Context: an optimization exercise on an open-source flow, tuned for small area, a short achievable clock period and few clock cycles per item. The choices shown serve that exercise and are no tape-out recipe. In this exercise RTL edits were held to simulation tests only and were not proved equivalent to the original.

==> flow/design.v (excerpt) <==
module rgbw_linear_fade_engine #(
  parameter int LEVEL_BITS = 10
) (
  input  logic                  clk,
  input  logic                  rst,
  input  logic                  in_valid,
  output logic                  in_ready,
  input  logic                  cmd,
  input  logic [LEVEL_BITS-1:0] channel_0,
  input  logic [LEVEL_BITS-1:0] channel_1,
  input  logic [LEVEL_BITS-1:0] channel_2,
  input  logic [LEVEL_BITS-1:0] channel_3,
  input  logic                  fade_on,
  output logic                  out_valid,
  input  logic                  out_ready,
  output logic [LEVEL_BITS-1:0] drive_0,
  output logic [LEVEL_BITS-1:0] drive_1,
  output logic [LEVEL_BITS-1:0] drive_2,
  output logic [LEVEL_BITS-1:0] drive_3,
  output logic                  fade_done,
  input  logic                  cfg_valid,
  output logic                  cfg_ready,
  input  logic [7:0]            cfg_data
);
  localparam int LB = LEVEL_BITS;
  logic [7:0]    interval_q;
  logic [7:0]    tick_q;
  logic [LB-1:0] target_q [NUM_CH];
  logic [LB-1:0] r_q      [NUM_CH];
  logic [LB-1:0] mag_q    [NUM_CH];
  logic          dir_q    [NUM_CH];    
  logic [LB-1:0] level_q  [NUM_CH];
  logic [LB-1:0] n_q;
  logic [LB-1:0] i_q;
  logic          fading_q;
  logic          out_valid_q;
  logic          done_q;
  logic          in_ready_q;
  logic          pcolor_q;             
  logic          pstep_q;              
  logic          pfade_q;
  logic          pdone_q;
  logic          magv_q;               
  logic [1:0]    win_q;                
  logic [LB-1:0] in_lv    [NUM_CH];
  logic [LB-1:0] r_step   [NUM_CH];
  ...
clock: 8.5 ns
lec_check: 0
cap_margin: 20
core_margin: 2
core_utilization: 40
slew_margin: 20
run.sh (not shown) runs the stock make flow with config.mk's settings and CLKGATE_MAP_FILE= SYNTH_SCRIPT=/design/flow/synth_recipe.tcl, a recipe that flattens the netlist after the stock synthesis.
Testbench counts at the start, summed over its fixed seeds: cycles 40,151, results 13,995.
Rerun with:
Settings changed: SETUP_SLACK_MARGIN set to 3.
Outcome:
- The new run finished clean
- die area is unchanged
- routed wire length is unchanged
- global-route usage stays the same
- count of clock-buffer cells in the layout stays the same
- utilization stays the same
- hold slack stays the same
Rerun with:
Settings changed: SETUP_SLACK_MARGIN 3 to 5.
Effect: Clock-buffer cell count is lower by 1. Worst setup slack improves by 1.0 ns. Worst hold slack improved by 0.012 ns. First-iteration DRC count goes up by 9.1%. Design area grows by 11%. Global-route usage came out higher by 1.2 points. Die area is unchanged. Synthesized cell count stays the same.

---

Setup of PW:
rgbw_linear_fade_engine, a different RTL version from the one above (not shown whole).
Size in the first run: roughly 220 flip-flops, ~99 I/O pins, about 15000 um^2 of cells after synthesis.
// rgbw_linear_fade_engine
module rgbw_linear_fade_engine #(
  parameter int LEVEL_BITS = 10
) (
  input  logic                  clk,
  input  logic                  rst,
  input  logic                  in_valid,
  output logic                  in_ready,
  input  logic                  cmd,
  input  logic [LEVEL_BITS-1:0] channel_0,
  input  logic [LEVEL_BITS-1:0] channel_1,
  input  logic [LEVEL_BITS-1:0] channel_2,
  input  logic [LEVEL_BITS-1:0] channel_3,
  input  logic                  fade_on,
  output logic                  out_valid,
  input  logic                  out_ready,
  output logic [LEVEL_BITS-1:0] drive_0,
  output logic [LEVEL_BITS-1:0] drive_1,
  output logic [LEVEL_BITS-1:0] drive_2,
  output logic [LEVEL_BITS-1:0] drive_3,
  output logic                  fade_done,
  input  logic                  cfg_valid,
  output logic                  cfg_ready,
  input  logic [7:0]            cfg_data
);
Settings: LEC_CHECK=0, CAP_MARGIN=20, CORE_MARGIN=2, CORE_UTILIZATION=40, CTS_BUF_LIST=sky130_fd_sc_hd__clkbuf_4 sky130_fd_sc_hd__clkbuf_8, SETUP_SLACK_MARGIN=5, SLEW_MARGIN=20; clock period 8.5 ns.
PW: flow completed, timing, DRC and antenna clean
Testbench counts of PW, summed over its fixed seeds: cycles 40,554, results 13,995.
Input-level comparison between AL and PW:
-- flow/config.mk --
<<< PW, line 10
export CORE_UTILIZATION = 40
export CTS_BUF_LIST = sky130_fd_sc_hd__clkbuf_4 sky130_fd_sc_hd__clkbuf_8
export SETUP_SLACK_MARGIN = 5
>>> AL, line 10
export CORE_UTILIZATION = 40
export SETUP_SLACK_MARGIN = 5
Synthesis-to-finish area growth for AL: 1.2 points down relative to PW
Delta (AL minus PW): wire length of the first global-routing pass lower; final design utilization lower; clock skew lower.

---

Another version of the RTL of rgbw_linear_fade_engine (not shown whole).
Settings: LEC_CHECK=0, CAP_MARGIN=20, CORE_MARGIN=2, CORE_UTILIZATION=40, CTS_CLUSTER_DIAMETER=80, CTS_CLUSTER_SIZE=30, SETUP_SLACK_MARGIN=4.75, SLEW_MARGIN=20; clock period 8.5 ns.
Testbench counts at the start, summed over its fixed seeds: cycles 41,136, results 13,995.
Edit:
Settings changed: CTS_CLUSTER_DIAMETER 80 to not set, CTS_CLUSTER_SIZE 30 to not set.
After rerunning:
- The new run produced a clean layout
- die area does not change
- routed wire length goes up by 1.1%
- area after synthesis does not change
- sequential share of layout area came out lower by 0.48 points
- first-iteration DRC count went down by 0.78%
- register-to-register slack is about the same
Edit:
Settings changed: SETUP_SLACK_MARGIN 4.75 to 4, TNS_END_PERCENT set to 100.
Outcome: The changed run completed with no timing, DRC or antenna violations. Worst hold slack hardly moves. Final cell count goes down by 1.7%. Fmax goes down by 16%. First-iteration DRC count goes down by 7.8%. Cell area goes down by 4.1%. Critical path depth goes down by 2. Setup slack got worse by 0.71 ns. Routed wire length goes down by 2.3%.
Edit:
Settings changed: CTS_CLUSTER_DIAMETER set to 80, CTS_CLUSTER_SIZE set to 40, SETUP_SLACK_MARGIN 4 to 4.75, TNS_END_PERCENT 100 to not set.
Outcome: Register-to-register slack improved by 0.70 ns; final area came out higher by about 2.6%; worst hold slack improved by 0.018 ns; global-route usage came out lower by 0.11 points; via count came out higher by 2.8%.

---

job 9215:
Starting RTL as in the previous note.
==> flow/config.mk <==
export PLATFORM = sky130hd
export DESIGN_NAME = rgbw_linear_fade_engine
export DESIGN_NICKNAME = rgbw_linear_fade_engine
export VERILOG_FILES = /design/flow/design.v
export SDC_FILE = /design/flow/constraint.sdc
export NUM_CORES = 4
export LEC_CHECK = 0
export CAP_MARGIN = 20
export CORE_MARGIN = 2
export CORE_UTILIZATION = 65
export SETUP_SLACK_MARGIN = 5
export SLEW_MARGIN = 20
==> flow/constraint.sdc <==
create_clock -name core_clock -period 8.5 [get_ports {clk}]
set_input_delay 1.7000 -clock core_clock [delete_from_list [all_inputs] [get_ports {clk}]]
set_output_delay 1.7000 -clock core_clock [all_outputs]
set_load 0.01 [all_outputs]
Job 9215 has completed all stages; timing, DRC and antenna checks passed.
Testbench counts of job 9215, summed over its fixed seeds: cycles 41,136, results 13,995.
#### Input delta (job 197 over job 9215)
--- a/flow/config.mk
+++ b/flow/config.mk
@@ -8,5 +8,7 @@
 export CAP_MARGIN = 20
 export CORE_MARGIN = 2
-export CORE_UTILIZATION = 65
-export SETUP_SLACK_MARGIN = 5
+export CORE_UTILIZATION = 40
+export CTS_CLUSTER_DIAMETER = 100
+export CTS_CLUSTER_SIZE = 30
+export SETUP_SLACK_MARGIN = 4.75
 export SLEW_MARGIN = 20
Compared to job 9215, job 197 has routing usage on met2 19 points lower. Against job 9215, job 197 comes in 10 lower on number of cells on the critical path. As of job 197, finished layout cell area had fallen by a few percent compared to job 9215. Lower arrival time of data at the critical path endpoint was reported by job 197, not job 9215. Highest achievable clock rate, job 197 vs job 9215: up by a few percent. Taking job 9215 as the reference point, the routed wire length on met3 of job 197 falls by 3.0 mm. Instance count after placement with tap cells included, job 9215 and job 197: smaller value in job 9215. Worst setup slack before clock tree synthesis delta (job 197 − job 9215): unfavourable.

---

Starting RTL as in the previous note.
## rgbw_linear_fade_engine
module rgbw_linear_fade_engine #(
  parameter int LEVEL_BITS = 10
) (
  input  logic                  clk,
  input  logic                  rst,
  input  logic                  in_valid,
  output logic                  in_ready,
  input  logic                  cmd,
  input  logic [LEVEL_BITS-1:0] channel_0,
  input  logic [LEVEL_BITS-1:0] channel_1,
  input  logic [LEVEL_BITS-1:0] channel_2,
  input  logic [LEVEL_BITS-1:0] channel_3,
  input  logic                  fade_on,
  output logic                  out_valid,
  input  logic                  out_ready,
  output logic [LEVEL_BITS-1:0] drive_0,
  output logic [LEVEL_BITS-1:0] drive_1,
  output logic [LEVEL_BITS-1:0] drive_2,
  output logic [LEVEL_BITS-1:0] drive_3,
  output logic                  fade_done,
  input  logic                  cfg_valid,
  output logic                  cfg_ready,
  input  logic [7:0]            cfg_data
);
  localparam int LB = LEVEL_BITS;
  logic [7:0]    interval_q;
  logic [7:0]    tick_q;
  logic [LB-1:0] target_q [NUM_CH];
  logic [LB-1:0] mag_q    [NUM_CH];    
  logic          dir_q    [NUM_CH];    
  logic [LB:0]   d_q      [NUM_CH];    
  logic [LB-1:0] level_q  [NUM_CH];
  logic [LB-1:0] n_q;                  
  logic [LB-1:0] rem_q;                
  logic          s1_q;                 
  logic          s2_q;                 
  logic          ini_q;                
  logic          fading_q;
  logic          out_valid_q;
  logic          done_q;
  logic          in_ready_q;
  logic          pcolor_q;             
  logic          pfade_q;
  logic          pstep_q;              
  logic          pdone_q;
  logic [2:0]    win_q;                
  logic          hit_q;                
  logic [LB-1:0] in_lv    [NUM_CH];
  logic [LB:0]   sum      [NUM_CH];
  logic [LB-1:0] lvl_step [NUM_CH];
  logic          zero     [NUM_CH];    
  logic [LB-1:0] max01, max23, max_mag;
  logic          same;
  assign in_lv[0] = channel_0;
  assign in_lv[1] = channel_1;
  assign in_lv[2] = channel_2;
  assign in_lv[3] = channel_3;
  assign cfg_ready = 1'b1;
  assign in_ready  = in_ready_q;
  assign out_valid = out_valid_q;
  ...
export LEC_CHECK = 0
export CAP_MARGIN = 20
export CORE_MARGIN = 2
export CORE_UTILIZATION = 40
export CTS_CLUSTER_DIAMETER = 60
export CTS_CLUSTER_SIZE = 30
export SETUP_SLACK_MARGIN = 4.75
export SLEW_MARGIN = 20
create_clock -name core_clock -period 8.5 [get_ports {clk}]
The starting point went through all stages and came out clean.
Testbench counts at the start, summed over its fixed seeds: cycles 41,136, results 13,995.
Edit:
Settings changed: CTS_CLUSTER_DIAMETER 60 to not set, CTS_CLUSTER_SIZE 30 to not set, SETUP_SLACK_MARGIN 4.75 to 4.5, TNS_END_PERCENT set to 20.
What happened:
- via count decreases slightly
- global-route usage stays flat
- first-iteration DRC count decreases by a few percent
- sequential share of layout area increases by 0.70 points
- cell area decreases by a few percent
- worst hold slack gets better by 0.032 ns
- synthesized cell count does not change
Edit:
Settings changed: SETUP_SLACK_MARGIN 4.5 to 5, TNS_END_PERCENT 20 to not set.
Effect: The changed run completed with no timing, DRC or antenna violations; flip-flop and latch count is unchanged; global-route usage is higher by 0.85 points; die area stays the same.
Edit:
Settings changed: SETUP_SLACK_MARGIN 5 to 4.5.
The changed run finished clean.
Global-route usage goes down by 0.79 points.
Utilization goes down by 4.5 points.
Hold slack is better by 0.0049 ns.
Synthesized cell count stays the same.
Final area goes down by 8.8%.
Wire length goes down by 9.1%.
Critical path depth goes down by 4.
Worst setup slack is worse by 0.31 ns.
First-iteration DRC count goes down by 10%.
Edit:
Settings changed: SETUP_SLACK_MARGIN 4.5 to 5, TNS_END_PERCENT set to 20.
Hold slack improved by 0.0070 ns.
Worst setup slack improved by 0.19 ns.
Final cell count is higher slightly.
Synthesized cell count is unchanged.
Non-clock buffer count is higher by 37.
Final area is higher by a few percent.
Routed wire length is higher by a few percent.

port drivers added, routing unchanged:
No port has a modelled driver above. Below, the same layouts with a new extraction and two added sets of constraints. Step 1, drivers: a clkbuf_16 drives clk and a buf_2 each remaining input, both assumed. Step 2 times the ports against the registers' clock, not the clock port: input delays grow and output delays shrink by t, the midpoint of the rising clock arrivals with the driver on. a / b / c = no drivers / after step 1 / after step 2; a / b = the first two.
| run | t (ns) | setup WS [ns] | slew at the worst register clock pin (ns) | worst data-port slew with drivers (ns) | cell pins on the clock port's net |
|---|---|---|---|---|---|
| the first run of note 1 | 0.581 | 3.795 / 3.823 / 3.242 | 0.07 / 0.07 | 0.07 | 1 |
| the second run of note 1 | 0.581 | 3.795 / 3.823 / 3.242 | 0.07 / 0.07 | 0.07 | 1 |
| the third run of note 1 | 0.586 | 4.841 / 4.841 / 4.450 | 0.07 / 0.07 | 0.07 | 1 |
| PW | 0.601 | 4.582 / 4.582 / 4.416 | 0.06 / 0.06 | 0.05 | 1 |
| AL | 0.604 | 4.591 / 4.591 / 4.589 | 0.07 / 0.07 | 0.05 | 1 |
| the first run of note 3 | 0.558 | 4.858 / 4.858 / 4.339 | 0.11 / 0.11 | 0.04 | 1 |
| the second run of note 3 | 0.593 | 4.856 / 4.856 / 4.298 | 0.06 / 0.06 | 0.04 | 1 |
| the third run of note 3 | 0.593 | 4.142 / 4.142 / 3.852 | 0.06 / 0.06 | 0.05 | 1 |
| the fourth run of note 3 | 0.557 | 4.843 / 4.843 / 4.333 | 0.10 / 0.10 | 0.04 | 1 |
| job 9215 | 0.585 | 4.784 / 4.784 / 4.506 | 0.07 / 0.07 | 0.04 | 1 |
| job 197 | 0.549 | 4.883 / 4.887 / 4.363 | 0.12 / 0.12 | 0.04 | 1 |
| the first run of note 5 | 0.590 | 4.847 / 4.847 / 4.300 | 0.07 / 0.07 | 0.04 | 1 |
| the second run of note 5 | 0.604 | 4.567 / 4.584 / 3.980 | 0.06 / 0.06 | 0.04 | 1 |
| the third run of note 5 | 0.601 | 4.934 / 4.934 / 4.395 | 0.06 / 0.06 | 0.05 | 1 |
| the fourth run of note 5 | 0.605 | 4.623 / 4.623 / 4.101 | 0.06 / 0.06 | 0.04 | 1 |
| the fifth run of note 5 | 0.595 | 4.814 / 4.814 / 4.420 | 0.06 / 0.06 | 0.04 | 1 |
After both steps setup and hold are still met in every run listed. The setup slack of the second run of note 5, which loses most, moves by +0.017 ns with the drivers and by -0.587 ns with both steps.
